Source: an optimization exercise on an open RTL-to-GDS flow (aim: small area and few clock cycles). Production flows keep margins and buffers that such runs may drop. In this exercise RTL edits were held to simulation tests only and were not proved equivalent to the original.

==> flow/design.v, too long to show whole: its modules and the start of the top module <==
// module ptc_cordic_cell: 21 lines
// module ptc_xy_seg: 27 lines
// module ptc_qest: 293 lines
// module ptc_rem: 577 lines
// module ptc_mult: 1110 lines
// module ptc_fold: 46 lines
// module ptc_zchain: 43 lines
// module ptc_cordic_table: 74 lines
// module phase_to_complex_transmission: 240 lines
module phase_to_complex_transmission #(
   parameter int unsigned CORDIC_STAGES = 18
) (
   input  logic                                 clock,
   input  logic                                 reset,
   input  logic                                 req_valid,
   output logic                                 req_ready,
   input  logic signed [ptc_pkg::SAMPLE_W-1:0]  req_sample,
   input  logic                                 req_last,
   output logic                                 rsp_valid,
   input  logic                                 rsp_ready,
   output logic signed [ptc_pkg::OUT_W-1:0]     rsp_real,
   output logic signed [ptc_pkg::OUT_W-1:0]     rsp_imag,
   output logic                                 rsp_last,
   input  logic                                 csr_valid,
   output logic                                 csr_ready,
   input  logic [ptc_pkg::CSR_INDEX_W-1:0]      csr_index,
   input  logic [ptc_pkg::CSR_DATA_W-1:0]       csr_wdata
);
  // ...
==> flow/run.sh <==
#!/bin/bash
# synth_recipe.tcl (not shown) runs the flow's synth.tcl, then flattens the netlist and writes it again
# the make line also repeats each setting of config.mk as NAME=value (left out here)
make -C /OpenROAD-flow-scripts/flow DESIGN_CONFIG=/design/flow/config.mk WORK_HOME=/design/flow/orfs CLKGATE_MAP_FILE= SYNTH_SCRIPT=/design/flow/synth_recipe.tcl finish
==> flow/config.mk <==
export PLATFORM = sky130hd
export DESIGN_NAME = phase_to_complex_transmission
export DESIGN_NICKNAME = phase_to_complex_transmission
export VERILOG_FILES = /design/flow/design.v
export SDC_FILE = /design/flow/constraint.sdc
export NUM_CORES = 4
export LEC_CHECK = 0
export CAP_MARGIN = 20
export CORE_MARGIN = 2
export CORE_UTILIZATION = 40
export PLACE_DENSITY = 0.6
export SLEW_MARGIN = 20
==> flow/constraint.sdc <==
create_clock -name core_clock -period 12.0 [get_ports {clock}]
set_input_delay 2.4000 -clock core_clock [delete_from_list [all_inputs] [get_ports {clock}]]
set_output_delay 2.4000 -clock core_clock [all_outputs]
set_load 0.01 [all_outputs]
==> key figures, run 1 <==
Run status
  • Outcome: complete, no violations

Floorplanning
  • Die Y: roughly 540 µm
  • TAP cells: about 3700
  • I/O pin cnt: 122
  • Starting density of the core: 0.401
  • Core area: 0.282 mm²
  • Die area: between 0.2 and 0.3 mm²

Drt
  • Detail Route Antenna Nets: 0
  • Met3 Wirelength: around 22 mm
  • WL per Instance: around 20 µm

STA
  • Max-Slew Margin vs Limit: 0.214
  • Period utilization: 0.950
  • Worst-Margin Slew: 1.17 ns
  • Tmin final: about 11 ns

Finish
  • Top Registers: s1_p (56), out_ff (44), s2_r (41)
  • Layout area overhead: 8.11%
  • Fillers: 28500
  • Multi-input combinational area share: 0.741
  • Util after Layout: 0.434

Synthesis
  • Area contributors post-synth: ha_1 14%, edfxtp_1 12%, fa_1 9.4%
  • Synth cell types: about 110
  • Compound-Gate Fraction of Synth Area: 0.263
  • Mapped cell area: around 0.11 mm²

Setup path
  • Register-to-Register Path Depth: between 50 and 60
  • Reg2reg end: s3_z[29]
  • Critical path startpoint: s2_r[3]
  • Kind of critical path: flop to flop

Placement
  • Dpl cells: between 15000 and 20000

GRT
  • M2 GR Usage: 0.403

Worst hold path
  • WHS Path Cells: 0
Testbench counts, summed over its fixed seeds: cycles 8,072.
==> inputs of run 2 (changes only) <==
--- a/flow/config.mk
+++ b/flow/config.mk
@@ -6,7 +6,9 @@
 export NUM_CORES = 4
 export LEC_CHECK = 0
+export ABC_AREA = 1
 export CAP_MARGIN = 20
 export CORE_MARGIN = 2
 export CORE_UTILIZATION = 40
+export GPL_TIMING_DRIVEN = 0
 export PLACE_DENSITY = 0.6
 export SLEW_MARGIN = 20
==> run 2 against run 1 <==
Net effect:
- still clean on timing, DRC and antenna
- hold slack worse by 0.00055 ns
- flip-flop and latch count stayed put
- utilization up 0.14 points
- die area is 4.6% lower
- final area decreased by 4.5%
- worst setup slack gained 0.27 ns
- first-iteration DRC count increased by 1.9%
- critical path type unchanged
- critical endpoint is now out_ff[22]
- largest cell class unchanged
==> key figures, run 2 <==
Finish
  • Top Registers: s1_p (56), out_ff (44), s2_r (41)
  • Layout area overhead: 8.23%
  • Largest register FFs: 56
  • Largest Register: s1_p
  • Util after Layout: 0.435 (+0.00136)
  • Commonest non-fill, non-tap cell in the layout: nand2_1
  • Final #Nets: roughly 17000
  • Most frequent cells in the layout: 2593 x nand2_1, 1934 x inv_1, 1585 x a21oi_1, 1339 x xor2_1, 1284 x ha_1
  • Share of cells above drive strength 1: 0.0300

Drt
  • Via density: between 5 and 6
  • Total number of vias: approximately 100k
  • Final WL: approximately 410 mm
  • DRC: 0
  • Detail Route Antenna Nets: 0 (unchanged)
  • Initial DRC Count: around 9700
  • WL per Instance: 21.6 µm (+5.9%)
  • Initial DRT Pass Iterations: 6

Synthesis
  • Mapped cell area: 0.108 mm² (-4.7%)
  • Synth cell types: 85 (-21%)
  • Register area share after synthesis: 0.150
  • Ys async rst share: 0
  • EDFF count, synth: about 470
  • Leading area contributor after synthesis: ha_1
  • Most common cell in the netlist: nand2_1
  • Synthesized net count: 16900
  • Area contributors post-synth: ha_1 15%, edfxtp_1 13%, xor2_1 11%
  • Synth Area per Inst: 7.21 µm²
  • Area share of the largest cell type after synthesis: 0.149
  • Post-synth top cells: 2594 x nand2_1, 1935 x inv_1, 1587 x a21oi_1
  • Synth warn: 15
  • Syn Inst Count: 15000
  • Ys flop type: edfxtp_1
  • Synth Register Bits: between 500 and 600

Clock tree
  • Worst-path clk slew: about 0.060 ns
  • CTS Buffer Depth: 3
  • CTS tree: built
  • # hold bufs at CTS: 0
  • CTS Sinks: between 500 and 600
  • Worst-skew pair later-pin latency: around 0.74 ns
  • H-tree depth: 3
  • Root Buffer: clkbuf_16
  • Total CTS buffers: 77

Placement
  • Dpl hpwl: about 340 mm
  • I/O Buffers: roughly 120
  • Gp weighted congestion: 1.05

Setup path
  • Data arrival time of the critical path: ~12 ns
  • CP endpoint kind: flop
  • Max Fanout on Critical Path: 10
  • CP peak stage delay: 0.38 ns
  • Kind of critical path: flop to flop
  • Slowest CP cell: clkbuf_4
  • Worst Path Required: around 12 ns
  • Crit path launch type: flop

GRT
  • First-pass GRT wire length: just over 600 mm
  • Total track usage: 0.290
  • Initial antenna violation count: 9
  • GR Overflow Total: 0
  • Vias in the first global route: just over 100k
  • Largest net degree at the start of global routing: 150

Floorplanning
  • Rows: 190
  • Die area: 0.274 mm² (-4.6%)
  • I/O pin cnt: 122 (unchanged)
  • Die Y: 523 µm (-2.3%)
  • Die Wd: 523 µm
  • Core area: 0.268 mm² (-4.8%)
  • Starting density of the core: 0.402 (+0.000807)

STA
  • Tmin final: 11.13 ns (-0.269 ns)
  • Period utilization: 0.927 (-0.0225)
  • Worst-Margin Slew: 1.23 ns (+0.0600 ns)
  • Final hold violation count: 0
  • RSZ-0062 raised after global routing: yes
  • Final Skew: 0.0593 ns
  • Worst hold slack: roughly 0.42 ns
  • Setup violations, final: 0
  • Max-Slew Margin vs Limit: 0.177 (-0.0371)
  • Fmax: between 80 and 90 MHz
  • Slew Limit Fails: 0

Run status
  • Outcome: complete, no violations

Job
  • Total of max-cap violations: 0

Worst hold path
  • Hold Crit Class: flop to flop
==> run 2: cell types whose count changed in the layout (fill, tap and decap cells not counted), sizes merged, moves of 137 or more <==
cell / before / now
xor2: 586 / 1356
inv: 1050 / 2009
o21ai: 905 / 1096
nor2b: 219 / 1
xnor2: 1038 / 360
nor3: 292 / 117
nand2b: 138 / 1
clkbuf: 96 / 409
a22oi: 226 / 23
a21o: 390 / 63
nand3: 253 / 464
buf: 407 / 104
nor2: 1348 / 1106
nand2: 1058 / 2612
==> run 2: worst max-delay path, delay by kind of cell (launching register included) <==
kind                       cells  cell delay, ns
adders and majority gates      3            1.07
buffers and inverters          7            1.33
DFF                            1            0.36
AOI/OAI and AO/OA             25            5.22
and+or+nand+nor               13            1.89
xor gates and xnor gates       4            0.90
==> run 2: metrics by stage <==
step	cells	TNS [ns]	setup WS, ns	instance area (µm²)
6_report	18800	0	0.874	117000
5_1_grt	18800	-0.119	-0.0545	117000
2_1_floorplan	15000	0	2.37	108000
3_5_place_dp	18600	-0.569	-0.194	114000
4_1_cts	18800	0	0.0368	117000
3_3_place_gp	18600	-137.95	-2.87	113000
==> run 2: layer usage <==
layer	vias up	global-route usage	part of all wire
li1	51000	-	-
met3	904	0.0430	0.072
met2	3882	0.482	0.46
met1	49000	0.372	0.42
met4	6	0.125	0.051
met5	-	0	0.000094
==> run 2: final cells by class <==
cell class / instances / area (µm²)
Antenna cell: 5 / 12.5
Buffer: 407 / 1650
Clock buffer: 91 / 2110
Clock inverter: 53 / 642
Fill cell: 28200 / 151000
Inverter: 2014 / 7580
Multi-Input combinational cell: 12000 / 82700
Sequential cell: 573 / 16200
Tap cell: 3552 / 4440
Timing Repair Buffer: 133 / 1400
==> run 2: cells by family (layout without fill, tap and decap cells) <==
kind of cell	after synthesis	count (layout)	synth area share
DFF	573	573	0.150
buffers and inverters	2421	2698	0.0852
xor gates and xnor gates	1720	1720	0.140
AOI/OAI and AO/OA	3789	3789	0.198
other	1	6	0.0000348
muxes	4	4	0.000383
adders and majority gates	1814	1814	0.247
and+or+nand+nor	4646	4646	0.179
==> run 2: repair_timing <==
item / CTS / global route
cloned: 0 / 0
setup buffers: 0 / 5
gates resized for setup: 2 / 44
setup endpoints to repair: 14 / 58
==> run 2: path summary, 6_finish.rpt <==
path	start	to	slack, ns	cells past startpoint
worst max register to register	s8_w	out_ff[22]	0.87	52
worst min-delay path	s5_l	s6_l	0.42	0
worst max-delay path	s8_w	out_ff[22]	0.87	52
worst min register to register	s5_l	s6_l	0.42	0
==> inputs of run 3 (changes only) <==
--- a/flow/config.mk
+++ b/flow/config.mk
@@ -10,5 +10,4 @@
 export CORE_MARGIN = 2
 export CORE_UTILIZATION = 40
-export GPL_TIMING_DRIVEN = 0
 export PLACE_DENSITY = 0.6
 export SLEW_MARGIN = 20
==> run 3 against run 2 <==
Net effect:
- synthesized cell count is the same
- via count decreased by 2.5%
- die area is the same
- utilization decreased by 0.33 points
- global-route usage shrank 2.7 points
- clock skew rose by 0.0067 ns
- sequential share of layout area up 0.11 points
- critical path depth fell by 1
- cell count down 1.5%
- worst setup slack improved by 0.22 ns
- critical path type unchanged
==> key figures, run 3 <==
Synthesis
  • Synth cell types: 85 (unchanged)
  • Most common cell in the netlist: nand2_1
  • EDFF count, synth: 469 (unchanged)
  • Register area share after synthesis: 0.150 (unchanged)
  • Area share of the largest cell type after synthesis: 0.149 (unchanged)
  • Synth Area per Inst: 7.21 µm² (unchanged)
  • Ys flop type: edfxtp_1
  • Synth warn: 15 (unchanged)
  • Synth Register Bits: 573 (unchanged)
  • Leading area contributor after synthesis: ha_1
  • Ys async rst share: 0 (unchanged)
  • Area contributors post-synth: ha_1 15%, edfxtp_1 13%, xor2_1 11%
  • Synthesized net count: 16900 (unchanged)
  • Mapped cell area: 0.108 mm² (unchanged)
  • Post-synth top cells: 2594 x nand2_1, 1935 x inv_1, 1587 x a21oi_1
  • Syn Inst Count: 15000 (unchanged)

Finish
  • Share of cells above drive strength 1: 0.0351 (+0.00516)
  • Top Registers: s1_p (56), out_ff (44), s2_r (41)
  • Util after Layout: 0.432 (-0.00328)
  • Layout area overhead: 7.42%
  • Largest register FFs: 56 (unchanged)
  • Largest Register: s1_p
  • Most frequent cells in the layout: 2594 x nand2_1, 1930 x inv_1, 1578 x a21oi_1, 1351 x xor2_1, 1284 x ha_1
  • Final #Nets: 16800 (-1.6%)
  • Commonest non-fill, non-tap cell in the layout: nand2_1

STA
  • RSZ-0062 raised after global routing: no
  • Final Skew: 0.0660 ns (+0.00670 ns)
  • Period utilization: 0.909 (-0.0185)
  • Final hold violation count: 0 (unchanged)
  • Setup TNS: 0 ns (unchanged)
  • Slew Limit Fails: 0 (unchanged)
  • Max-Slew Margin vs Limit: 0.152 (-0.0252)
  • Setup violations, final: 0 (unchanged)
  • Worst hold slack: 0.417 ns (+0.000180 ns)
  • Worst-Margin Slew: 1.27 ns (+0.0331 ns)
  • Tmin final: 10.90 ns (-0.222 ns)
  • Fmax: 91.7 MHz (+2.0%)

Setup path
  • Crit path launch type: flop
  • CP peak stage delay: 0.78 ns (+0.40 ns)
  • Data arrival time of the critical path: 11.34 ns (-0.19 ns)
  • CP endpoint kind: flop
  • Slowest CP cell: edfxtp_1
  • Worst Path Required: 12.44 ns (+0.04 ns)
  • Max Fanout on Critical Path: 16 (+6)
  • Kind of critical path: flop to flop

Job
  • Total of max-cap violations: 0 (unchanged)

Floorplanning
  • Die area: 0.274 mm² (unchanged)
  • Starting density of the core: 0.402 (unchanged)
  • Die Wd: 523 µm (unchanged)
  • I/O pin cnt: 122 (unchanged)
  • Core area: 0.268 mm² (unchanged)
  • Die Y: 523 µm (unchanged)
  • Rows: 190 (unchanged)

Clock tree
  • Root Buffer: clkbuf_16
  • Worst-path clk slew: 0.06 ns (about the same)
  • CTS Buffer Depth: 3 (unchanged)
  • Post-CTS setup buffer count: 0 (unchanged)
  • # hold bufs at CTS: 0 (unchanged)
  • CTS Sinks: 573 (unchanged)
  • Worst-skew pair later-pin latency: 0.74 ns (about the same)
  • Total CTS buffers: 76 (-1.3%)
  • CTS tree: built
  • H-tree depth: 3 (unchanged)
  • PostCTS Resize Cnt: 0 (-2)

Placement
  • Gp weighted congestion: 0.989 (-6.2%)
  • I/O Buffers: 120 (+1.7%)
  • Dpl hpwl: 296 mm (-12%)

GRT
  • Largest net degree at the start of global routing: 116 (-23%)
  • Total track usage: 0.263 (-0.0271)
  • Initial antenna violation count: 9 (unchanged)
  • GR Overflow Total: 0 (unchanged)
  • First-pass GRT wire length: 566 mm (-7.0%)
  • Vias in the first global route: 98200 (-2.3%)

Drt
  • DRC: 0 (unchanged)
  • Final WL: 369 mm (-9.2%)
  • Total number of vias: 102000 (-2.5%)
  • Detail Route Antenna Nets: 0 (unchanged)
  • Initial DRT Pass Iterations: 8 (+2)
  • WL per Instance: 19.9 µm (-7.8%)
  • Initial DRC Count: 8194 (-15%)
  • Via density: 5.52 (-1.1%)

Worst hold path
  • Hold Crit Class: flop to flop

Run status
  • Outcome: complete, no violations
[run 3: cell count changes in the layout (fill, tap and decap cells not counted), moves of 6 or more]
| cell | previous run | this run |
|---|---|---|
| clkbuf_1 | 316 | 5 |
| xor2_1 | 1339 | 1351 |
| a21oi_1 | 1585 | 1578 |
| buf_1 | 55 | 0 |
| buf_6 | 9 | 0 |
| o21ai_1 | 146 | 140 |
| buf_4 | 12 | 148 |
| clkinv_1 | 13 | 22 |
| xor2_2 | 16 | 4 |
| o21ai_0 | 920 | 928 |
| buf_2 | 22 | 0 |
[run 3: cell type report]
class	count	area [µm²]
multi-input combinational	12000	82700
sequential	573	16200
inverter	2014	7580
timing repair buffer	269	2330
clock buffer	87	2020
clock inverter	53	641
fill	28100	152000
tap	3552	4440
antenna	4	10.0
[run 3: critical path, delay by kind of cell, from the launching register on]
family | cells | cell delay (ns)
buffers and inverters | 2 | 0.45
XOR/XNOR | 5 | 1.01
flip-flops | 1 | 0.78
AO/OA/AOI/OAI | 24 | 5.39
adder cells (fa/ha/maj) | 3 | 1.11
AND/OR/NAND/NOR | 17 | 1.91
[run 3: worst paths after layout]
kind                            slack (ns)  startpoint         end  cells past startpoint
worst min register to register        0.42        s8_l   out_ff[0]                      0
worst max register to register        1.10  s8_dir[15]  out_ff[20]                     51
worst max-delay path                  1.10  s8_dir[15]  out_ff[20]                     51
worst min-delay path                  0.42        s8_l   out_ff[0]                      0
[run 3: logic make-up (layout without fill, tap and decap cells)]
kind of cell,after synthesis,count (layout),share of synthesized area
compound gates,3789,3789,0.198
xor+xnor,1720,1720,0.140
simple gates,4646,4646,0.179
flops,573,573,0.150
other cells,1,5,0.0000348
mux,4,4,0.000383
buf+inv,2421,2423,0.0852
fa+ha+maj,1814,1814,0.247
[run 3: per-stage QoR]
step	cell area (µm²)	cells	setup slack, ns
finish	116000	18500	1.10
global route	116000	18500	0.0239
global placement	113000	18400	1.39
CTS	116000	18500	1.29
detailed placement	113000	18400	1.29
floorplan	108000	15000	2.37
[run 3: layer usage]
layer,up-vias,wire (µm),track usage
li1,50500,-,-
met3,755,22600,0.0325
met4,2,16900,0.108
met1,47600,157000,0.337
met5,-,17,0
met2,3320,172000,0.444
==> inputs of run 4 (changes only) <==
--- a/flow/config.mk
+++ b/flow/config.mk
@@ -7,4 +7,5 @@
 export LEC_CHECK = 0
 export ABC_AREA = 1
+export ABC_CLOCK_PERIOD_IN_PS = 16000
 export CAP_MARGIN = 20
 export CORE_MARGIN = 2
==> run 4 against run 3 <==
Net effect:
- still clean
- die area unchanged
- synthesized area unchanged
- wire length did not move
==> key figures, run 4 <==
Worst hold path
  • Hold Crit Start: s8_l
  • Hold Crit Class: flop to flop
  • Worst Hold Path EP: out_ff[0]
  • WHS Path Cells: 0 (unchanged)

Drt
  • Initial DRC Count: 8194 (unchanged)
  • Via density: 5.52 (unchanged)
  • Final WL: 369 mm (unchanged)
  • DRC: 0 (unchanged)
  • Detail Route Antenna Nets: 0 (unchanged)
  • WL per Instance: 19.9 µm (unchanged)
  • Total number of vias: 102000 (unchanged)
  • Initial DRT Pass Iterations: 8 (unchanged)

STA
  • Period utilization: 0.909 (unchanged)
  • Max-Slew Margin vs Limit: 0.152 (unchanged)
  • Setup TNS: 0 ns (unchanged)
  • Final hold violation count: 0 (unchanged)
  • Worst-Margin Slew: 1.27 ns (unchanged)
  • Slew Limit Fails: 0 (unchanged)
  • Setup violations, final: 0 (unchanged)
  • Tmin final: 10.90 ns (unchanged)
  • Fmax: 91.7 MHz (unchanged)
  • RSZ-0062 raised after global routing: no
  • Final Skew: 0.0660 ns (unchanged)

GRT
  • Vias in the first global route: 98200 (unchanged)
  • Largest net degree at the start of global routing: 116 (unchanged)
  • GR Overflow Total: 0 (unchanged)
  • Initial antenna violation count: 9 (unchanged)
  • GR peak layer: met2
  • Total track usage: 0.263 (unchanged)
  • Met1 Track Usage GR: 0.337 (unchanged)
  • First-pass GRT wire length: 566 mm (unchanged)
  • M2 GR Usage: 0.444 (unchanged)
  • Met3 global-route usage: 0.0325 (unchanged)

Setup path
  • RR Startpoint: s8_dir[15]
  • Reg2reg end: out_ff[20]
  • Data arrival time of the critical path: 11.34 ns (about the same)
  • CP endpoint kind: flop
  • Max Fanout on Critical Path: 16 (unchanged)
  • Reg2Reg Setup Slack: 1.10 ns (about the same)
  • Crit path launch type: flop
  • Worst Path Required: 12.44 ns (about the same)
  • Register-to-Register Path Depth: 51 (unchanged)
  • CP peak stage delay: 0.78 ns (about the same)
  • Kind of critical path: flop to flop
  • Slowest CP cell: edfxtp_1

Run status
  • Outcome: complete, no violations

Synthesis
  • Area share of the largest cell type after synthesis: 0.149 (unchanged)
  • Ys flop type: edfxtp_1
  • Post-synth top cells: 2594 x nand2_1, 1935 x inv_1, 1587 x a21oi_1
  • EDFF count, synth: 469 (unchanged)
  • Synth Register Bits: 573 (unchanged)
  • Leading area contributor after synthesis: ha_1
  • Synth Area per Inst: 7.21 µm² (unchanged)
  • Most common cell in the netlist: nand2_1
  • Mapped cell area: 0.108 mm² (unchanged)
  • Synth warn: 15 (unchanged)
  • Syn Inst Count: 15000 (unchanged)
  • Area contributors post-synth: ha_1 15%, edfxtp_1 13%, xor2_1 11%
  • Synthesized net count: 16900 (unchanged)
  • Register area share after synthesis: 0.150 (unchanged)
  • Synth cell types: 85 (unchanged)
  • Ys async rst share: 0 (unchanged)

Clock tree
  • H-tree depth: 3 (unchanged)
  • Root Buffer: clkbuf_16
  • Worst-path clk slew: 0.06 ns (about the same)
  • Worst-skew pair later-pin latency: 0.74 ns (about the same)
  • # hold bufs at CTS: 0 (unchanged)
  • Total CTS buffers: 76 (unchanged)
  • CTS tree: built
  • Post-CTS setup buffer count: 0 (unchanged)
  • CTS Buffer Depth: 3 (unchanged)
  • PostCTS Resize Cnt: 0 (unchanged)
  • CTS Sinks: 573 (unchanged)

Finish
  • Top Registers: s1_p (56), out_ff (44), s2_r (41)
  • Most frequent cells in the layout: 2594 x nand2_1, 1930 x inv_1, 1578 x a21oi_1, 1351 x xor2_1, 1284 x ha_1
  • Share of cells above drive strength 1: 0.0351 (unchanged)
  • Final #Nets: 16800 (unchanged)
  • Layout area overhead: 7.42% (unchanged)
  • Largest register FFs: 56 (unchanged)
  • Util after Layout: 0.432 (unchanged)
  • Commonest non-fill, non-tap cell in the layout: nand2_1
  • Largest Register: s1_p

Floorplanning
  • Die Y: 523 µm (unchanged)
  • Rows: 190 (unchanged)
  • Die area: 0.274 mm² (unchanged)
  • Die Wd: 523 µm (unchanged)
  • Starting density of the core: 0.402 (unchanged)
  • I/O pin cnt: 122 (unchanged)
  • Core area: 0.268 mm² (unchanged)

Placement
  • Gp weighted congestion: 0.989 (unchanged)
  • I/O Buffers: 120 (unchanged)
  • Dpl hpwl: 296 mm (unchanged)

Job
  • Total of max-cap violations: 0 (unchanged)
## run 4: cell counts after synthesis
Identical to the previous run, type by type.
## run 4: kinds of logic after synthesis
family,synth area share
AOI/OAI and AO/OA,0.198
adders and majority gates,0.247
other,0.0000348
DFF,0.150
muxes,0.000383
and+or+nand+nor,0.179
buffers and inverters,0.0852
xor gates and xnor gates,0.140
## run 4: final cells by class
type                       count  area (µm²)
antenna                        4        10.0
clock buffer                  87        2020
clock inverter                53         641
fill                       28100      152000
inverter                    2014        7580
multi-input combinational  12000       82700
sequential                   573       16200
tap                         3552        4440
timing repair buffer         269        2330
## run 4: layer usage
metal | vias up | part of all wire
li1 | 50500 | -
met1 | 47600 | 0.43
met2 | 3320 | 0.47
met3 | 755 | 0.061
met4 | 2 | 0.046
met5 | - | 0.000046
## run 4: stage by stage
step	std cells	setup WS, ns	instance area, µm²	hold slack [ns]
final	18500	1.10	116000	0.417
after global routing	18500	0.0239	116000	0.421
after CTS	18500	1.29	116000	0.418
after detailed placement	18400	1.29	113000	0.405
after global placement	18400	1.39	113000	0.401
after floorplan	15000	2.37	108000	0.400
## run 4: critical path, delay by kind of cell, from the launching register on
| family | cells | cell delay [ns] |
|---|---|---|
| xor+xnor | 5 | 1.01 |
| simple gates | 17 | 1.91 |
| fa+ha+maj | 3 | 1.11 |
| flops | 1 | 0.78 |
| compound gates | 24 | 5.39 |
| buf+inv | 2 | 0.45 |
## run 4: how the worst max path moves through the flow
stage / from / end / slack (ns) / cells past startpoint
finish: s8_dir[15] / out_ff[20] / 1.10 / 51
global placement: s1_p[52] / s2_r[37] / 1.39 / 50
floorplan: s3_z[29] / s4_z[23] / 2.37 / 47
global route: s8_dir[15] / out_ff[22] / 0.02 / 53
CTS: s8_dir[15] / out_ff[20] / 1.29 / 51
detailed placement: s8_dir[15] / out_ff[20] / 1.29 / 51
==> inputs of run 5 (changes only) <==
--- a/flow/config.mk
+++ b/flow/config.mk
@@ -7,8 +7,8 @@
 export LEC_CHECK = 0
 export ABC_AREA = 1
-export ABC_CLOCK_PERIOD_IN_PS = 16000
-export CAP_MARGIN = 20
+export CAP_MARGIN = 5
 export CORE_MARGIN = 2
-export CORE_UTILIZATION = 40
-export PLACE_DENSITY = 0.6
-export SLEW_MARGIN = 20
+export CORE_UTILIZATION = 55
+export GPL_TIMING_DRIVEN = 0
+export PLACE_DENSITY = 0.75
+export SLEW_MARGIN = 5
==> run 5 against run 4 <==
Net effect:
- now fails the layout checks on max-capacitance violations, max-slew violations
- final area is 0.72% lower
- flip-flop and latch count is the same
- synthesized cell count unchanged
- hold slack about the same
- count of clock-buffer cells in the layout is 6 lower
- wire length up 7.1%
- sequential share of layout area rose by 0.10 points
- highest routed layer unchanged
==> key figures, run 5 <==
STA
  • Final hold violation count: 0 (unchanged)
  • Max-Slew Margin vs Limit: -0.000195 (-0.152)
  • Slew Limit Fails: 1 (+1)
  • Setup violations, final: 0 (unchanged)
  • Tmin final: 11.37 ns (+0.471 ns)
  • Worst-Margin Slew: 1.49 ns (+0.228 ns)
  • RSZ-0062 raised after global routing: no
  • Setup WS post-layout: 0.625 ns (-0.471 ns)
  • Final Skew: 0.0415 ns (-0.0246 ns)
  • Fmax: 87.9 MHz (-4.1%)
  • Period utilization: 0.948 (+0.0392)
  • Worst hold slack: 0.417 ns (+0.00000500 ns)

Drt
  • Via density: 5.99 (+8.6%)
  • WL per Instance: 22.1 µm (+11%)
  • Total number of vias: 107000 (+4.7%)
  • Detail Route Antenna Nets: 0 (unchanged)
  • Final WL: 395 mm (+7.1%)
  • DRC: 0 (unchanged)
  • Initial DRC Count: 11600 (+41%)
  • Initial DRT Pass Iterations: 9 (+1)

Finish
  • Most frequent cells in the layout: 2593 x nand2_1, 1935 x inv_1, 1587 x a21oi_1, 1346 x xor2_1, 1284 x ha_1
  • Largest register FFs: 56 (unchanged)
  • Largest Register: s1_p
  • Reg area: 0.0162 mm² (unchanged)
  • Final #Nets: 17100 (+1.6%)
  • Util after Layout: 0.590 (+0.158)
  • Commonest non-fill, non-tap cell in the layout: nand2_1
  • Multi-input logic area: 0.0826 mm² (about the same)
  • Share of cells above drive strength 1: 0.0269 (-0.00821)
  • Top Registers: s1_p (56), out_ff (44), s2_r (41)
  • Fillers: 19000 (-32%)
  • Layout area overhead: 6.65%
  • Finished Cell Area: 0.115 mm² (-0.72%)

GRT
  • Initial antenna violation count: 9 (unchanged)
  • GR Overflow Total: 0 (unchanged)
  • Largest net degree at the start of global routing: 163 (+41%)
  • Total track usage: 0.386 (+0.123)
  • First-pass GRT wire length: 593 mm (+4.7%)
  • Vias in the first global route: 100000 (+2.1%)

Synthesis
  • EDFF count, synth: 469 (unchanged)
  • Syn Inst Count: 15000 (unchanged)
  • Register area share after synthesis: 0.150 (unchanged)
  • Mapped cell area: 0.108 mm² (unchanged)
  • Ys async rst share: 0 (unchanged)
  • Synth Area per Inst: 7.21 µm² (unchanged)
  • Synth warn: 15 (unchanged)
  • Area contributors post-synth: ha_1 15%, edfxtp_1 13%, xor2_1 11%
  • Synth cell types: 85 (unchanged)
  • Post-synth top cells: 2594 x nand2_1, 1935 x inv_1, 1587 x a21oi_1
  • Most common cell in the netlist: nand2_1
  • Area share of the largest cell type after synthesis: 0.149 (unchanged)
  • Synthesized net count: 16900 (unchanged)
  • Synth Register Bits: 573 (unchanged)
  • Ys flop type: edfxtp_1
  • Leading area contributor after synthesis: ha_1

Clock tree
  • Worst-path clk slew: 0.06 ns (about the same)
  • Total CTS buffers: 71 (-6.6%)
  • Root Buffer: clkbuf_16
  • CTS Sinks: 573 (unchanged)
  • CTS Buffer Depth: 3 (unchanged)
  • Worst-skew pair later-pin latency: 0.73 ns (about the same)
  • H-tree depth: 3 (unchanged)
  • CTS tree: built
  • # hold bufs at CTS: 0 (unchanged)

Setup path
  • Data arrival time of the critical path: 11.89 ns (+0.55 ns)
  • CP endpoint kind: flop
  • Kind of critical path: input port to flop
  • Most frequent CP cell: fa_1
  • CP peak stage delay: 0.84 ns (+0.06 ns)
  • Worst Path Required: 12.51 ns (+0.07 ns)
  • Slowest CP cell: clkbuf_1
  • Max Fanout on Critical Path: 10 (-6)
  • Crit path launch type: input port

Placement
  • Dpl hpwl: 326 mm (+10%)
  • I/O Buffers: 118 (-1.7%)
  • Post-Place Worst Slack: -0.196 ns (-1.49 ns)
  • Placed instance area: 0.113 mm² (-0.59%)
  • Gp weighted congestion: 1.09 (+10%)

Floorplanning
  • Rows: 162 (-15%)
  • Die Y: 447 µm (-15%)
  • I/O pin cnt: 122 (unchanged)
  • Core area: 0.195 mm² (-27%)
  • Die area: 0.200 mm² (-27%)
  • Starting density of the core: 0.554 (+0.151)
  • Die Wd: 447 µm (-15%)

Job
  • Total of max-cap violations: 3 (+3)

Run status
  • SO Viols: max-capacitance violations, max-slew violations
  • Outcome: failed layout checks

Worst hold path
  • Hold Crit Class: flop to flop
## run 5: final timing paths
kind / from / end / slack, ns / cells after the start
setup / recovery: req_sample[19] / s1_p[54] / 0.63 / 26
hold / removal: s6_dir[12] / s7_dir[12] / 0.42 / 0
setup reg to reg: s1_p[52] / s2_r[39] / 0.73 / 48
hold reg to reg: s6_dir[12] / s7_dir[12] / 0.42 / 0
## run 5: logic make-up (layout without fill, tap and decap cells)
logic type / Yosys count / count (layout) / share of synthesized area
and+or+nand+nor: 4646 / 4646 / 0.179
AOI/OAI and AO/OA: 3789 / 3789 / 0.198
buffers and inverters: 2421 / 2679 / 0.0852
adders and majority gates: 1814 / 1814 / 0.247
xor gates and xnor gates: 1720 / 1720 / 0.140
DFF: 573 / 573 / 0.150
muxes: 4 / 4 / 0.000383
other: 1 / 15 / 0.0000348
## run 5: routing by layer
layer / share of wire / vias to the layer above / global-route usage / wire length [µm]
li1: - / 51000 / - / -
met1: 0.42 / 49900 / 0.519 / 167000
met2: 0.42 / 5071 / 0.585 / 166000
met5: 0.000089 / - / 0.000244 / 35
met4: 0.056 / 6 / 0.188 / 22200
met3: 0.10 / 1022 / 0.0825 / 39600
## run 5: timing repair
action	CTS	global route
pin swaps	0	1
endpoints found under the setup margin	11	50
resized for setup	1	28
setup buffers	0	4
## run 5: worst max-delay path, delay by kind of cell
family	cells	cell delay [ns]
buffers and inverters	8	3.08
adders and majority gates	6	2.82
xor gates and xnor gates	2	0.51
AOI/OAI and AO/OA	7	2.53
and+or+nand+nor	3	0.51
## run 5: final cells by class
class,count,share of cell area
Multi-Input combinational cell,12000,0.718
Sequential cell,573,0.141
Inverter,2014,0.0659
Tap cell,2624,0.0285
Clock buffer,81,0.0163
Buffer,406,0.0142
Timing Repair Buffer,129,0.0117
Clock inverter,49,0.00420
Antenna cell,14,0.000305
## run 5: stage by stage
step           cells  setup TNS, ns
2_1_floorplan  15000              0
3_3_place_gp   17700        -178.64
3_5_place_dp   17700         -0.498
4_1_cts        17800              0
5_1_grt        17900              0
6_report       17900              0
==> module ptc_cordic_cell, before the edit <==
module ptc_cordic_cell #(
   parameter int unsigned STAGE = 0
) (
   input  logic               dir,
   input  logic               hold,
   input  logic signed [31:0] x_i,
   input  logic signed [31:0] y_i,
   output logic signed [31:0] x_o,
   output logic signed [31:0] y_o
);
   logic signed [31:0] dx, dy;
   logic [32:0]        tx, ty;
   always_comb begin
      dx = y_i >>> STAGE;
      dy = x_i >>> STAGE;
      tx = {x_i, 1'b1} + {dx ^ {32{dir}}, dir};
      ty = {y_i, 1'b1} + {(dy ^ {32{!dir}}) & {32{!hold}}, !dir && !hold};
      x_o = tx[32:1];
      y_o = ty[32:1];
   end
endmodule
==> inputs of run 6 (changes only) <==
--- a/flow/design.v
+++ b/flow/design.v
@@ -34,13 +34,10 @@
 );
    logic signed [31:0] dx, dy;
-   logic [32:0]        tx, ty;
    always_comb begin
       dx = y_i >>> STAGE;
       dy = x_i >>> STAGE;
-      tx = {x_i, 1'b1} + {dx ^ {32{dir}}, dir};
-      ty = {y_i, 1'b1} + {(dy ^ {32{!dir}}) & {32{!hold}}, !dir && !hold};
-      x_o = tx[32:1];
-      y_o = ty[32:1];
    end
+   ptc_add32 ax (.a(x_i), .b(dx ^ {32{dir}}), .ci(dir), .s(x_o));
+   ptc_add32 ay (.a(y_i), .b((dy ^ {32{!dir}}) & {32{!hold}}), .ci(!dir && !hold), .s(y_o));
 endmodule
 module ptc_xy_seg #(
@@ -71,4 +68,30 @@
    assign y_o = ys[LAST+1];
 endmodule
+module ptc_add32 (
+   input  logic [31:0] a,
+   input  logic [31:0] b,
+   input  logic        ci,
+   output logic [31:0] s
+);
+   logic [31:0] p, g;
+   logic [31:0] G [0:5];
+   logic [31:0] P [0:5];
+   assign p = a ^ b;
+   assign g = a & b;
+   always_comb begin
+      G[0] = g; P[0] = p;
+      G[0][0] = g[0] | (p[0] & ci);
+      for (int l = 1; l <= 5; l++) begin
+         G[l] = G[l-1]; P[l] = P[l-1];
+         for (int i = 0; i < 32; i++)
+            if ((i >> (l-1)) % 2 == 1) begin
+               int j; j = ((i >> (l-1)) << (l-1)) - 1;
+               G[l][i] = G[l-1][i] | (P[l-1][i] & G[l-1][j]);
+               P[l][i] = P[l-1][i] & P[l-1][j];
+            end
+      end
+   end
+   assign s = p ^ {G[5][30:0], ci};
+endmodule
 module ptc_qest (
    input  logic [17:0] ph,
--- a/flow/config.mk
+++ b/flow/config.mk
@@ -7,8 +7,7 @@
 export LEC_CHECK = 0
 export ABC_AREA = 1
-export CAP_MARGIN = 5
+export CAP_MARGIN = 20
 export CORE_MARGIN = 2
-export CORE_UTILIZATION = 55
-export GPL_TIMING_DRIVEN = 0
-export PLACE_DENSITY = 0.75
-export SLEW_MARGIN = 5
+export CORE_UTILIZATION = 40
+export PLACE_DENSITY = 0.6
+export SLEW_MARGIN = 20
==> run 6 against run 5 <==
Net effect:
- now clean on timing, DRC and antenna
- final area shrank 4.0%
- sequential share of layout area grew 0.58 points
- clock skew grew 0.020 ns
- flip-flop and latch count is the same
- utilization shrank 16 points
- register-to-register slack gained 0.39 ns
- global-route usage shrank 13 points
- first-iteration DRC count shrank 31%
- cell count shrank 3.7%
==> key figures, run 6 <==
Synthesis
  • Synth cell types: 79 (-7.1%)
  • Synth warn: 18 (+3)
  • Compound-Gate Fraction of Synth Area: 0.164 (-0.0344)
  • Synth Register Bits: 573 (unchanged)
  • Mux share of post-synthesis cell area: 0.000709 (+0.000326)
  • Register area share after synthesis: 0.158 (+0.00793)
  • Area contributors post-synth: ha_1 15%, edfxtp_1 14%, fa_1 13%
  • Ys flop type: edfxtp_1
  • Post-synth top cells: 2380 x inv_1, 2174 x nand2_1, 1251 x ha_1
  • Main combinational cell family by area after synthesis: adder cells
  • EDFF count, synth: 469 (unchanged)
  • Xor and xnor area share after synthesis: 0.130 (-0.0100)
  • Synth Area per Inst: 7.43 µm² (+3.1%)
  • Most common cell in the netlist: inv_1
  • Synth Area in Adders: 0.280 (+0.0323)
  • Mapped cell area: 0.102 mm² (-5.0%)
  • Leading area contributor after synthesis: ha_1
  • Area share of the largest cell type after synthesis: 0.153 (+0.00385)
  • Post-Synth Simple-Gate Area: 0.164 (-0.0151)
  • Syn Inst Count: 13800 (-7.9%)
  • Synthesized net count: 15800 (-6.5%)
  • Ys async rst share: 0 (unchanged)

Floorplanning
  • I/O pin cnt: 122 (unchanged)
  • Core area: 0.254 mm² (+31%)
  • Die Wd: 510 µm (+14%)
  • Die area: 0.260 mm² (+30%)
  • Die Y: 510 µm (+14%)
  • Starting density of the core: 0.403 (-0.151)
  • Rows: 185 (+14%)

STA
  • RSZ-0062 raised after global routing: no
  • Setup violations, final: 0 (unchanged)
  • Period utilization: 0.906 (-0.0414)
  • Tmin final: 10.88 ns (-0.497 ns)
  • Slew Limit Fails: 0 (-1)
  • Max-Slew Margin vs Limit: 0.188 (+0.188)
  • Fmax: 91.9 MHz (+4.6%)
  • Setup TNS: 0 ns (unchanged)
  • Final Skew: 0.0618 ns (+0.0203 ns)
  • Final hold violation count: 0 (unchanged)
  • Worst-Margin Slew: 1.22 ns (-0.277 ns)

GRT
  • Largest net degree at the start of global routing: 147 (-9.8%)
  • Initial antenna violation count: 14 (+5)
  • First-pass GRT wire length: 525 mm (-11%)
  • Total track usage: 0.260 (-0.126)
  • Vias in the first global route: 90100 (-10%)
  • GR Overflow Total: 0 (unchanged)

Placement
  • Dpl cells: 17100 (-3.7%)
  • I/O Buffers: 120 (+1.7%)
  • Gp weighted congestion: 0.982 (-10%)
  • Dpl hpwl: 274 mm (-16%)

Setup path
  • Worst Path Required: 12.41 ns (-0.10 ns)
  • Slowest CP cell: fa_1
  • Critical path capture point: out_ff[24]
  • Reg2reg end: out_ff[24]
  • CP endpoint kind: flop
  • Most frequent CP cell: nand2_1
  • CP peak stage delay: 0.43 ns (-0.41 ns)
  • Reg2Reg Setup Slack: 1.12 ns (+0.39 ns)
  • Register-to-Register Path Depth: 62 (+29%)
  • Crit path launch type: flop
  • Kind of critical path: flop to flop
  • RR Startpoint: s8_dir[15]
  • Critical path startpoint: s8_dir[15]
  • Data arrival time of the critical path: 11.29 ns (-0.60 ns)
  • Max Fanout on Critical Path: 10 (unchanged)

Drt
  • Via density: 5.39 (-10%)
  • Total number of vias: 92800 (-13%)
  • Initial DRC Count: 8020 (-31%)
  • DRC: 0 (unchanged)
  • Initial DRT Pass Iterations: 7 (-2)
  • WL per Instance: 20.0 µm (-9.7%)
  • Detail Route Antenna Nets: 0 (unchanged)
  • Final WL: 344 mm (-13%)

Clock tree
  • H-tree depth: 3 (unchanged)
  • CTS tree: built
  • Worst-skew pair later-pin latency: 0.73 ns (about the same)
  • Total CTS buffers: 75 (+5.6%)
  • Root Buffer: clkbuf_16
  • CTS Buffer Depth: 3 (unchanged)
  • Worst-path clk slew: 0.07 ns (about the same)
  • CTS Sinks: 573 (unchanged)

Finish
  • Layout area overhead: 7.85%
  • Top Registers: s1_p (56), out_ff (44), s2_r (41)
  • Largest register FFs: 56 (unchanged)
  • Share of cells above drive strength 1: 0.0374 (+0.0105)
  • Largest Register: s1_p
  • Final #Nets: 15700 (-7.7%)
  • Most frequent cells in the layout: 2374 x inv_1, 2174 x nand2_1, 1251 x ha_1, 1204 x xor2_1, 1148 x a21oi_1
  • Non-Filler Instances: 17200 (-3.7%)
  • Commonest non-fill, non-tap cell in the layout: inv_1

Run status
  • Outcome: complete, no violations

Worst hold path
  • Hold Crit Class: flop to flop

Job
  • Total of max-cap violations: 0 (-3)
-- run 6: final cells by class --
| class | instances | area (µm²) |
|---|---|---|
| Multi-Input combinational cell | 10400 | 75700 |
| Timing Repair Buffer | 301 | 2590 |
| Fill cell | 26300 | 144000 |
| Clock buffer | 86 | 1920 |
| Tap cell | 3366 | 4210 |
| Clock inverter | 49 | 683 |
| Antenna cell | 9 | 22.5 |
| Sequential cell | 573 | 16200 |
| Inverter | 2432 | 9170 |
-- run 6: timing repair --
action | CTS | global route
hold buffers | 0 | 0
endpoints found under the setup margin | 0 | 20
setup buffers | 0 | 12
gates resized for setup | 0 | 4
-- run 6: worst min-delay path by stage --
stage	from	endpoint	slack [ns]	cells after the start
2_1_floorplan	s8_l	out_ff[0]	0.40	0
3_3_place_gp	s4_neg	s5_neg	0.40	0
5_1_grt	s3_dir[0]	s4_dir[0]	0.43	0
3_5_place_dp	s8_l	out_ff[0]	0.41	0
4_1_cts	s4_l	s5_l	0.42	0
6_report	s3_l	s4_l	0.42	0
-- run 6: layer usage --
layer  GRT usage  part of all wire  vias to the layer above
met3      0.0472             0.077                      837
li1            -                 -                    45500
met4       0.116             0.049                       12
met2       0.432              0.46                     3328
met5           0           0.00025                        -
met1       0.327              0.41                    43100
-- run 6: through the flow --
step	instance area [µm²]	utilization	setup slack [ns]	hold WS, ns
after global routing	110000	0.434	0.00976	0.427
final	110000	0.434	1.12	0.419
after CTS	110000	0.434	0.934	0.419
after detailed placement	108000	0.423	0.988	0.406
after global placement	108000	0.423	1.06	0.400
after floorplan	102000	-	2.07	0.400
-- run 6: cells by family after synthesis --
logic type / after synthesis
muxes: 7
and+or+nand+nor: 4014
DFF: 573
xor gates and xnor gates: 1522
adders and majority gates: 1900
buffers and inverters: 2822
AOI/OAI and AO/OA: 2950
other: 1
-- run 6: critical path, delay by kind of cell (launching register included) --
kind                     cells  cell delay, ns
flip-flops                   1            0.40
adder cells (fa/ha/maj)      7            2.86
AND/OR/NAND/NOR             29            3.08
XOR/XNOR                     4            0.72
buffers and inverters        7            0.89
AO/OA/AOI/OAI               15            2.60
Testbench counts of run 6, summed over its fixed seeds: cycles 8,072.
==> module phase_to_complex_transmission, before the edit <==
module phase_to_complex_transmission #(
   parameter int unsigned CORDIC_STAGES = 18
) (
   input  logic                                 clock,
   input  logic                                 reset,
   input  logic                                 req_valid,
   output logic                                 req_ready,
   input  logic signed [ptc_pkg::SAMPLE_W-1:0]  req_sample,
   input  logic                                 req_last,
   output logic                                 rsp_valid,
   input  logic                                 rsp_ready,
   output logic signed [ptc_pkg::OUT_W-1:0]     rsp_real,
   output logic signed [ptc_pkg::OUT_W-1:0]     rsp_imag,
   output logic                                 rsp_last,
   input  logic                                 csr_valid,
   output logic                                 csr_ready,
   input  logic [ptc_pkg::CSR_INDEX_W-1:0]      csr_index,
   input  logic [ptc_pkg::CSR_DATA_W-1:0]       csr_wdata
);
   function automatic logic signed [23:0] sat_out(input logic signed [55:0] v);
      if (v > 56'sd8388607) begin
         sat_out = 24'sh7FFFFF;
      end else if (v < -56'sd8388608) begin
         sat_out = 24'sh800000;
      end else begin
         sat_out = v[23:0];
      end
   endfunction
   logic [SCALE_W-1:0] phase_scale_ff;
   logic               weak_mode_ff;
   logic               advance;
   logic               accept;
   logic               out_valid;
   assign csr_ready = 1'b1;
   always_ff @(posedge clock) begin
      if (reset) begin
         phase_scale_ff <= PHASE_SCALE_RESET;
         weak_mode_ff   <= 1'b0;
      end else if (csr_valid) begin
         case (csr_index)
            CSR_PHASE_SCALE: phase_scale_ff <= csr_wdata;
            CSR_WEAK_MODE:   weak_mode_ff   <= csr_wdata[0];
            default: ;
         endcase
      end
   end
   assign advance   = !out_valid || rsp_ready;
   assign req_ready = advance;
   assign accept    = req_valid && advance;
   logic [PROD_W-1:0]        prod;
   logic signed [PROD_W-1:0] s1_p;
   logic                     s1_v, s1_l, s1_w;
   ptc_mult u_mult (
      .s (req_sample),
      .c (phase_scale_ff),
      .p (prod)
   );
   logic [17:0]              q2;
   logic [40:0]              r2;
   logic signed [PROD_W-1:0] w_sum, w_shift;
   logic signed [23:0]       weak2;
   logic [40:0]              s2_r;
   logic                     s2_v, s2_l, s2_w;
   ptc_qest u_qest (
      .ph (s1_p[PROD_W-1:38]),
      .q  (q2)
   );
   ptc_rem u_rem (
      .p  (s1_p[40:0]),
      .q  (q2),
      .r  (r2)
   );
   always_comb begin
      w_sum   = s1_p + 56'sd524288;
      w_shift = w_sum >>> 20;
      weak2   = sat_out(w_shift);
   end
   logic [31:0]              z0, z2;
   logic                     neg3;
   logic [17:0]              dir_a;
   logic [31:0]              s3_z;
   logic [1:0]               s3_dir;
   logic                     s3_neg;
   logic                     s3_v, s3_l, s3_w;
   ptc_fold u_fold (
      .r   (s2_r),
      .z   (z0),
      .neg (neg3)
   );
   ptc_zchain #(.FIRST(0), .LAST(1)) u_z0 (
      .z_i   (z0),
      .z_o   (z2),
      .dir_o (dir_a)
   );
   logic [31:0]              z5;
   logic [17:0]              dir_b;
   logic [31:0]              s4_z;
   logic [4:0]               s4_dir;
   logic                     s4_neg;
   logic                     s4_v, s4_l, s4_w;
   ptc_zchain #(.FIRST(2), .LAST(4)) u_z1 (
      .z_i   (s3_z),
      .z_o   (z5),
      .dir_o (dir_b)
   );
   logic [31:0]              z8;
   logic [17:0]              dir_c;
   logic [31:0]              s5_z;
   logic [7:0]               s5_dir;
   logic                     s5_neg;
   logic                     s5_v, s5_l, s5_w;
   ptc_zchain #(.FIRST(5), .LAST(7)) u_z2 (
      .z_i   (s4_z),
      .z_o   (z8),
      .dir_o (dir_c)
   );
   logic [31:0]              z10;
   logic [17:0]              dir_d, dir6;
   logic signed [31:0]       tx6, ty6, x6, y6, x9, y9;
   logic signed [31:0]       s6_x, s6_y;
   logic [17:0]              s6_dir;
   logic                     s6_neg;
   logic                     s6_v, s6_l, s6_w;
   ptc_zchain #(.FIRST(8), .LAST(9)) u_z3 (
      .z_i   (s5_z),
      .z_o   (z10),
      .dir_o (dir_d)
   );
   always_comb begin
      dir6 = dir_d | {10'd0, s5_dir};
      dir6[10] = !z10[21];
      for (int k = 11; k < 18; k++) dir6[k] = z10[31-k];
   end
   ptc_cordic_table u_table (
      .sig (s5_dir[5:0]),
      .x   (tx6),
      .y   (ty6)
   );
   assign x6 = s5_w ? {{8{s5_z[23]}}, s5_z[23:0]} : tx6;
   assign y6 = s5_w ? 32'sd0 : ty6;
   ptc_xy_seg #(.FIRST(6), .LAST(8)) u_seg1 (
      .dir (dir6), .hold (s5_w), .x_i (x6), .y_i (y6), .x_o (x9), .y_o (y9));
   logic signed [31:0]       x12, y12, x15, y15;
   logic signed [31:0]       s7_x, s7_y, s8_x, s8_y;
   logic [17:0]              s7_dir, s8_dir;
   logic                     s7_neg, s8_neg;
   logic                     s7_v, s7_l, s7_w, s8_v, s8_l, s8_w;
   ptc_xy_seg #(.FIRST(9), .LAST(11)) u_seg2 (
      .dir (s6_dir), .hold (s6_w), .x_i (s6_x), .y_i (s6_y), .x_o (x12), .y_o (y12));
   ptc_xy_seg #(.FIRST(12), .LAST(14)) u_seg3 (
      .dir (s7_dir), .hold (s7_w), .x_i (s7_x), .y_i (s7_y), .x_o (x15), .y_o (y15));
   logic signed [31:0]       xs18, ys18;
   logic [ANGLE_W:0]         c_t, s_t;
   logic signed [OUT_W-1:0]  fmt_re, fmt_im;
   logic [2*OUT_W:0]         out_ff;
   ptc_xy_seg #(.FIRST(15), .LAST(17)) u_seg4 (
      .dir (s8_dir), .hold (s8_w), .x_i (s8_x), .y_i (s8_y), .x_o (xs18), .y_o (ys18));
   always_comb begin
      c_t = ({xs18[31], xs18} ^ {33{s8_neg}}) + {19'd0, 1'b1, 12'd0, s8_neg};
      s_t = ({ys18[31], ys18} ^ {33{s8_neg}}) + {19'd0, 1'b1, 12'd0, s8_neg};
      if (s8_w) begin
         fmt_re = ONE_Q16;
         fmt_im = xs18[23:0];
      end else begin
         fmt_re = {{5{c_t[32]}}, c_t[32:14]};
         fmt_im = {{5{s_t[32]}}, s_t[32:14]};
      end
   end
   always_ff @(posedge clock) begin
      if (reset) begin
         s1_v <= 1'b0;
         s2_v <= 1'b0;
         s3_v <= 1'b0;
         s4_v <= 1'b0;
         s5_v <= 1'b0;
         s6_v <= 1'b0;
         s7_v <= 1'b0;
         s8_v <= 1'b0;
         out_valid <= 1'b0;
      end else if (advance) begin
         s1_v <= accept;
         s2_v <= s1_v;
         s3_v <= s2_v;
         s4_v <= s3_v;
         s5_v <= s4_v;
         s6_v <= s5_v;
         s7_v <= s6_v;
         s8_v <= s7_v;
         out_valid <= s8_v;
      end
   end
   always_ff @(posedge clock) begin
      if (advance) begin
         s1_p    <= prod;
         s1_l    <= req_last;
         s1_w    <= weak_mode_ff;
         s2_r    <= s1_w ? {17'd0, weak2} : r2;
         s2_l    <= s1_l;
         s2_w    <= s1_w;
         s3_z    <= s2_w ? {8'd0, s2_r[23:0]} : z2;
         s3_dir  <= dir_a[1:0];
         s3_neg  <= neg3;
         s3_l    <= s2_l;
         s3_w    <= s2_w;
         s4_z    <= s3_w ? {8'd0, s3_z[23:0]} : z5;
         s4_dir  <= dir_b[4:0] | {3'd0, s3_dir};
         s4_neg  <= s3_neg;
         s4_l    <= s3_l;
         s4_w    <= s3_w;
         s5_z    <= s4_w ? {8'd0, s4_z[23:0]} : z8;
         s5_dir  <= dir_c[7:0] | {3'd0, s4_dir};
         s5_neg  <= s4_neg;
         s5_l    <= s4_l;
         s5_w    <= s4_w;
         s6_x    <= x9;
         s6_y    <= y9;
         s6_dir  <= dir6;
         s6_neg  <= s5_neg;
         s6_l    <= s5_l;
         s6_w    <= s5_w;
         s7_x    <= x12;
         s7_y    <= y12;
         s7_dir  <= s6_dir;
         s7_neg  <= s6_neg;
         s7_l    <= s6_l;
         s7_w    <= s6_w;
         s8_x    <= x15;
         s8_y    <= y15;
         s8_dir  <= s7_dir;
         s8_neg  <= s7_neg;
         s8_l    <= s7_l;
         s8_w    <= s7_w;
         out_ff  <= {fmt_re, fmt_im, s8_l};
      end
   end
   assign rsp_valid = out_valid;
   assign rsp_real  = out_ff[2*OUT_W:OUT_W+1];
   assign rsp_imag  = out_ff[OUT_W:1];
   assign rsp_last  = out_ff[0];
endmodule
==> inputs of run 7 (changes only) <==
--- a/flow/design.v
+++ b/flow/design.v
@@ -75,9 +75,10 @@
 );
    logic [31:0] p, g;
-   logic [31:0] G [0:5];
-   logic [31:0] P [0:5];
+   logic [31:0] G [0:9];
+   logic [31:0] P [0:9];
    assign p = a ^ b;
    assign g = a & b;
    always_comb begin
+      for (int l = 0; l < 10; l++) begin G[l] = '0; P[l] = '0; end
       G[0] = g; P[0] = p;
       G[0][0] = g[0] | (p[0] & ci);
@@ -85,12 +86,19 @@
          G[l] = G[l-1]; P[l] = P[l-1];
          for (int i = 0; i < 32; i++)
-            if ((i >> (l-1)) % 2 == 1) begin
-               int j; j = ((i >> (l-1)) << (l-1)) - 1;
-               G[l][i] = G[l-1][i] | (P[l-1][i] & G[l-1][j]);
-               P[l][i] = P[l-1][i] & P[l-1][j];
+            if (((i + 1) % (1 << l)) == 0) begin
+               G[l][i] = G[l-1][i] | (P[l-1][i] & G[l-1][i - (1 << (l-1))]);
+               P[l][i] = P[l-1][i] & P[l-1][i - (1 << (l-1))];
+            end
+      end
+      for (int l = 4; l >= 1; l--) begin
+         G[10-l] = G[9-l]; P[10-l] = P[9-l];
+         for (int i = 0; i < 32; i++)
+            if (((i + 1) % (1 << l)) == (1 << (l-1)) && i >= (1 << l)) begin
+               G[10-l][i] = G[9-l][i] | (P[9-l][i] & G[9-l][i - (1 << (l-1))]);
+               P[10-l][i] = P[9-l][i] & P[9-l][i - (1 << (l-1))];
             end
       end
    end
-   assign s = p ^ {G[5][30:0], ci};
+   assign s = p ^ {G[9][30:0], ci};
 endmodule
 module ptc_qest (
@@ -2356,5 +2364,5 @@
    logic [31:0]              z10;
    logic [17:0]              dir_d, dir6;
-   logic signed [31:0]       tx6, ty6, x6, y6, x9, y9;
+   logic signed [31:0]       tx6, ty6, x6, y6, x8, y8;
    logic signed [31:0]       s6_x, s6_y;
    logic [17:0]              s6_dir;
@@ -2378,25 +2386,30 @@
    assign x6 = s5_w ? {{8{s5_z[23]}}, s5_z[23:0]} : tx6;
    assign y6 = s5_w ? 32'sd0 : ty6;
-   ptc_xy_seg #(.FIRST(6), .LAST(8)) u_seg1 (
-      .dir (dir6), .hold (s5_w), .x_i (x6), .y_i (y6), .x_o (x9), .y_o (y9));
-   logic signed [31:0]       x12, y12, x15, y15;
-   logic signed [31:0]       s7_x, s7_y, s8_x, s8_y;
-   logic [17:0]              s7_dir, s8_dir;
-   logic                     s7_neg, s8_neg;
+   ptc_xy_seg #(.FIRST(6), .LAST(7)) u_seg1 (
+      .dir (dir6), .hold (s5_w), .x_i (x6), .y_i (y6), .x_o (x8), .y_o (y8));
+   logic signed [31:0]       x10, y10, x12, y12, x14, y14, x16, y16;
+   logic signed [31:0]       s7_x, s7_y, s8_x, s8_y, s9_x, s9_y, s10_x, s10_y;
+   logic [17:0]              s7_dir, s8_dir, s9_dir, s10_dir;
+   logic                     s7_neg, s8_neg, s9_neg, s10_neg;
    logic                     s7_v, s7_l, s7_w, s8_v, s8_l, s8_w;
-   ptc_xy_seg #(.FIRST(9), .LAST(11)) u_seg2 (
-      .dir (s6_dir), .hold (s6_w), .x_i (s6_x), .y_i (s6_y), .x_o (x12), .y_o (y12));
-   ptc_xy_seg #(.FIRST(12), .LAST(14)) u_seg3 (
-      .dir (s7_dir), .hold (s7_w), .x_i (s7_x), .y_i (s7_y), .x_o (x15), .y_o (y15));
+   logic                     s9_v, s9_l, s9_w, s10_v, s10_l, s10_w;
+   ptc_xy_seg #(.FIRST(8), .LAST(9)) u_seg2 (
+      .dir (s6_dir), .hold (s6_w), .x_i (s6_x), .y_i (s6_y), .x_o (x10), .y_o (y10));
+   ptc_xy_seg #(.FIRST(10), .LAST(11)) u_seg3 (
+      .dir (s7_dir), .hold (s7_w), .x_i (s7_x), .y_i (s7_y), .x_o (x12), .y_o (y12));
+   ptc_xy_seg #(.FIRST(12), .LAST(13)) u_seg4 (
+      .dir (s8_dir), .hold (s8_w), .x_i (s8_x), .y_i (s8_y), .x_o (x14), .y_o (y14));
+   ptc_xy_seg #(.FIRST(14), .LAST(15)) u_seg5 (
+      .dir (s9_dir), .hold (s9_w), .x_i (s9_x), .y_i (s9_y), .x_o (x16), .y_o (y16));
    logic signed [31:0]       xs18, ys18;
    logic [ANGLE_W:0]         c_t, s_t;
    logic signed [OUT_W-1:0]  fmt_re, fmt_im;
    logic [2*OUT_W:0]         out_ff;
-   ptc_xy_seg #(.FIRST(15), .LAST(17)) u_seg4 (
-      .dir (s8_dir), .hold (s8_w), .x_i (s8_x), .y_i (s8_y), .x_o (xs18), .y_o (ys18));
+   ptc_xy_seg #(.FIRST(16), .LAST(17)) u_seg6 (
+      .dir (s10_dir), .hold (s10_w), .x_i (s10_x), .y_i (s10_y), .x_o (xs18), .y_o (ys18));
    always_comb begin
-      c_t = ({xs18[31], xs18} ^ {33{s8_neg}}) + {19'd0, 1'b1, 12'd0, s8_neg};
-      s_t = ({ys18[31], ys18} ^ {33{s8_neg}}) + {19'd0, 1'b1, 12'd0, s8_neg};
-      if (s8_w) begin
+      c_t = ({xs18[31], xs18} ^ {33{s10_neg}}) + {19'd0, 1'b1, 12'd0, s10_neg};
+      s_t = ({ys18[31], ys18} ^ {33{s10_neg}}) + {19'd0, 1'b1, 12'd0, s10_neg};
+      if (s10_w) begin
          fmt_re = ONE_Q16;
          fmt_im = xs18[23:0];
@@ -2416,4 +2429,6 @@
          s7_v <= 1'b0;
          s8_v <= 1'b0;
+         s9_v <= 1'b0;
+         s10_v <= 1'b0;
          out_valid <= 1'b0;
       end else if (advance) begin
@@ -2426,5 +2441,7 @@
          s7_v <= s6_v;
          s8_v <= s7_v;
-         out_valid <= s8_v;
+         s9_v <= s8_v;
+         s10_v <= s9_v;
+         out_valid <= s10_v;
       end
    end
@@ -2452,23 +2469,35 @@
          s5_l    <= s4_l;
          s5_w    <= s4_w;
-         s6_x    <= x9;
-         s6_y    <= y9;
-         s6_dir  <= dir6;
-         s6_neg  <= s5_neg;
-         s6_l    <= s5_l;
-         s6_w    <= s5_w;
-         s7_x    <= x12;
-         s7_y    <= y12;
-         s7_dir  <= s6_dir;
-         s7_neg  <= s6_neg;
-         s7_l    <= s6_l;
-         s7_w    <= s6_w;
-         s8_x    <= x15;
-         s8_y    <= y15;
-         s8_dir  <= s7_dir;
-         s8_neg  <= s7_neg;
-         s8_l    <= s7_l;
-         s8_w    <= s7_w;
-         out_ff  <= {fmt_re, fmt_im, s8_l};
+         s6_x <= x8;
+         s6_y <= y8;
+         s6_dir <= dir6;
+         s6_neg <= s5_neg;
+         s6_l <= s5_l;
+         s6_w <= s5_w;
+         s7_x <= x10;
+         s7_y <= y10;
+         s7_dir <= s6_dir;
+         s7_neg <= s6_neg;
+         s7_l <= s6_l;
+         s7_w <= s6_w;
+         s8_x <= x12;
+         s8_y <= y12;
+         s8_dir <= s7_dir;
+         s8_neg <= s7_neg;
+         s8_l <= s7_l;
+         s8_w <= s7_w;
+         s9_x <= x14;
+         s9_y <= y14;
+         s9_dir <= s8_dir;
+         s9_neg <= s8_neg;
+         s9_l <= s8_l;
+         s9_w <= s8_w;
+         s10_x <= x16;
+         s10_y <= y16;
+         s10_dir <= s9_dir;
+         s10_neg <= s9_neg;
+         s10_l <= s9_l;
+         s10_w <= s9_w;
+         out_ff  <= {fmt_re, fmt_im, s10_l};
       end
    end
==> run 7 against run 6 <==
Net effect:
- wire length decreased by 4.9%
- synthesized cell count decreased by 8.6%
- synthesized area increased by 2.1%
- cell count decreased by 6.1%
- count of clock-buffer cells in the layout increased by 39
- critical path type unchanged
- critical endpoint is now s2_r[40]
==> key figures, run 7 <==
STA
  • Final Skew: 0.0646 ns (+0.00286 ns)
  • Final hold violation count: 0 (unchanged)
  • Worst hold slack: 0.416 ns (-0.00294 ns)
  • Worst-Margin Slew: 1.14 ns (-0.0736 ns)
  • Max-Slew Margin vs Limit: 0.234 (+0.0462)
  • Setup WS post-layout: 1.51 ns (+0.390 ns)
  • Setup violations, final: 0 (unchanged)

Finish
  • Commonest non-fill, non-tap cell in the layout: inv_1
  • Top Registers: s1_p (56), out_ff (44), s2_r (41)
  • Final #Nets: 14800 (-6.2%)
  • Largest Register: s1_p
  • Most frequent cells in the layout: 2018 x inv_1, 1691 x nand2_1, 1219 x ha_1, 979 x xor2_1, 936 x a21oi_1
  • Non-Filler Instances: 16200 (-6.1%)

Synthesis
  • Area contributors post-synth: edfxtp_1 18%, fa_1 17%, ha_1 15%
  • Ys flop type: edfxtp_1
  • Most common cell in the netlist: inv_1
  • Register area share after synthesis: 0.197 (+0.0390)
  • Area share of the largest cell type after synthesis: 0.177 (+0.0237)
  • Syn Inst Count: 12600 (-8.6%)
  • Mapped cell area: 0.105 mm² (+2.1%)
  • Ys async rst share: 0 (unchanged)
  • Synth Register Bits: 721 (+26%)

GRT
  • Vias in the first global route: 85500 (-5.2%)
  • GR Overflow Total: 0 (unchanged)

Clock tree
  • Worst-path clk slew: 0.06 ns (about the same)
  • Root Buffer: clkbuf_16
  • # hold bufs at CTS: 0 (unchanged)
  • Total CTS buffers: 92 (+23%)
  • PostCTS Resize Cnt: 0 (unchanged)

Placement
  • Dpl cells: 16000 (-6.3%)
  • Dpl hpwl: 259 mm (-5.6%)
  • Post-Place Worst Slack: 1.59 ns (+0.602 ns)

Drt
  • Initial DRT Pass Iterations: 6 (-1)
  • DRC: 0 (unchanged)
  • Total number of vias: 86300 (-7.0%)
  • Detail Route Antenna Nets: 0 (unchanged)

Setup path
  • Critical path startpoint: s1_p[47]
  • Register-to-Register Path Depth: 48 (-23%)
  • CP endpoint kind: flop
  • Cell depth of the worst setup path: 48 (-23%)
  • RR Startpoint: s1_p[47]

Worst hold path
  • Worst Hold Path EP: s8_dir[14]
  • WHS Path Cells: 0 (unchanged)

Run status
  • Outcome: complete, no violations

Job
  • Total of max-cap violations: 0 (unchanged)

Floorplanning
  • Die Y: 515 µm (+1.1%)
[run 7: cell types whose count changed in the layout (fill, tap and decap cells not counted), moves of 31 or more]
cell | previous run | this run
a31oi_1 | 77 | 108
buf_4 | 179 | 146
xor2_1 | 1204 | 979
nand2_1 | 2174 | 1691
a21oi_1 | 1148 | 936
o21ai_0 | 804 | 670
or2_2 | 101 | 28
inv_1 | 2374 | 2018
nor2_1 | 898 | 861
ha_1 | 1251 | 1219
edfxtp_1 | 469 | 615
fa_1 | 649 | 913
xnor2_1 | 316 | 405
nand3_1 | 445 | 320
[run 7: cell type report]
| type | instances | area [µm²] |
|---|---|---|
| Clock inverter | 48 | 622 |
| Fill cell | 26000 | 147000 |
| Sequential cell | 721 | 20600 |
| Inverter | 2083 | 7860 |
| Multi-Input combinational cell | 9411 | 74700 |
| Tap cell | 3496 | 4370 |
| Timing Repair Buffer | 267 | 2320 |
| Antenna cell | 7 | 17.5 |
| Clock buffer | 125 | 2670 |
[run 7: cells by family (layout without fill, tap and decap cells)]
| kind of cell | Yosys count | after routing | synth area share |
|---|---|---|---|
| xor gates and xnor gates | 1391 | 1391 | 0.116 |
| other | 1 | 8 | 0.0000358 |
| adders and majority gates | 2132 | 2132 | 0.321 |
| DFF | 721 | 721 | 0.197 |
| buffers and inverters | 2478 | 2523 | 0.0904 |
| AOI/OAI and AO/OA | 2638 | 2638 | 0.147 |
| and+or+nand+nor | 3245 | 3245 | 0.129 |
| muxes | 4 | 4 | 0.000395 |
[run 7: worst max path at each step]
stage	to
floorplan	out_ff[18]
global placement	out_ff[41]
detailed placement	s2_r[39]
CTS	s2_r[40]
global route	s2_r[40]
finish	s2_r[40]
[run 7: routing by layer]
layer | part of all wire | GRT usage | vias to the layer above
met3 | 0.068 | 0.0411 | 630
li1 | - | - | 41800
met5 | 0 | 0 | -
met2 | 0.47 | 0.408 | 2944
met1 | 0.42 | 0.308 | 41000
met4 | 0.049 | 0.108 | 0
[run 7: stage by stage]
stage	instance area [µm²]	util
final	113000	0.435
after global routing	113000	0.435
after CTS	113000	0.435
after detailed placement	110000	0.422
after global placement	110000	0.422
after floorplan	105000	-
Testbench counts of run 7, summed over its fixed seeds: cycles 8,088.

-- separate check: timing with driven ports --
No port has a modelled driver above. Below, the same layouts with a new extraction and two added sets of constraints.
Step 1 (the two cells are an assumption about what drives the block):
set clk [get_ports {clock}]
set_driving_cell -lib_cell sky130_fd_sc_hd__clkbuf_16 $clk
set_driving_cell -lib_cell sky130_fd_sc_hd__buf_2 [delete_from_list [all_inputs] $clk]
Step 2 adds t to the input delays and takes it off the output delays; t is the mean of the earliest and latest rising clock arrival at the registers after step 1. Input paths then give back, and output paths get back, about the clock's delay inside the block.
Slacks: ideal / step 1 / step 2; pairs: ideal / step 1.
| run | t, ns | setup slack, ns | worst setup path after step 2 | slew at the worst register clock pin (ns) |
|---|---|---|---|---|
| run 1 | 0.899 | 0.604 / 0.604 / 0.604 | register to register | 0.08 / 0.08 |
| run 2 | 0.803 | 0.874 / 0.874 / 0.542 | input to register | 0.07 / 0.07 |
| run 3 | 0.813 | 1.096 / 1.096 / 1.096 | register to register | 0.07 / 0.07 |
| run 4 | 0.813 | 1.096 / 1.096 / 1.096 | register to register | 0.07 / 0.07 |
| run 5 | 0.815 | 0.625 / 0.694 / -0.121 | input to register | 0.08 / 0.08 |
| run 6 | 0.790 | 1.122 / 1.122 / 1.122 | register to register | 0.07 / 0.07 |
| run 7 | 0.855 | 1.513 / 1.513 / 1.502 | input to register | 0.07 / 0.07 |
The setup slack of run 5, which loses most, moves by +0.069 ns with the drivers and by -0.746 ns with both steps.
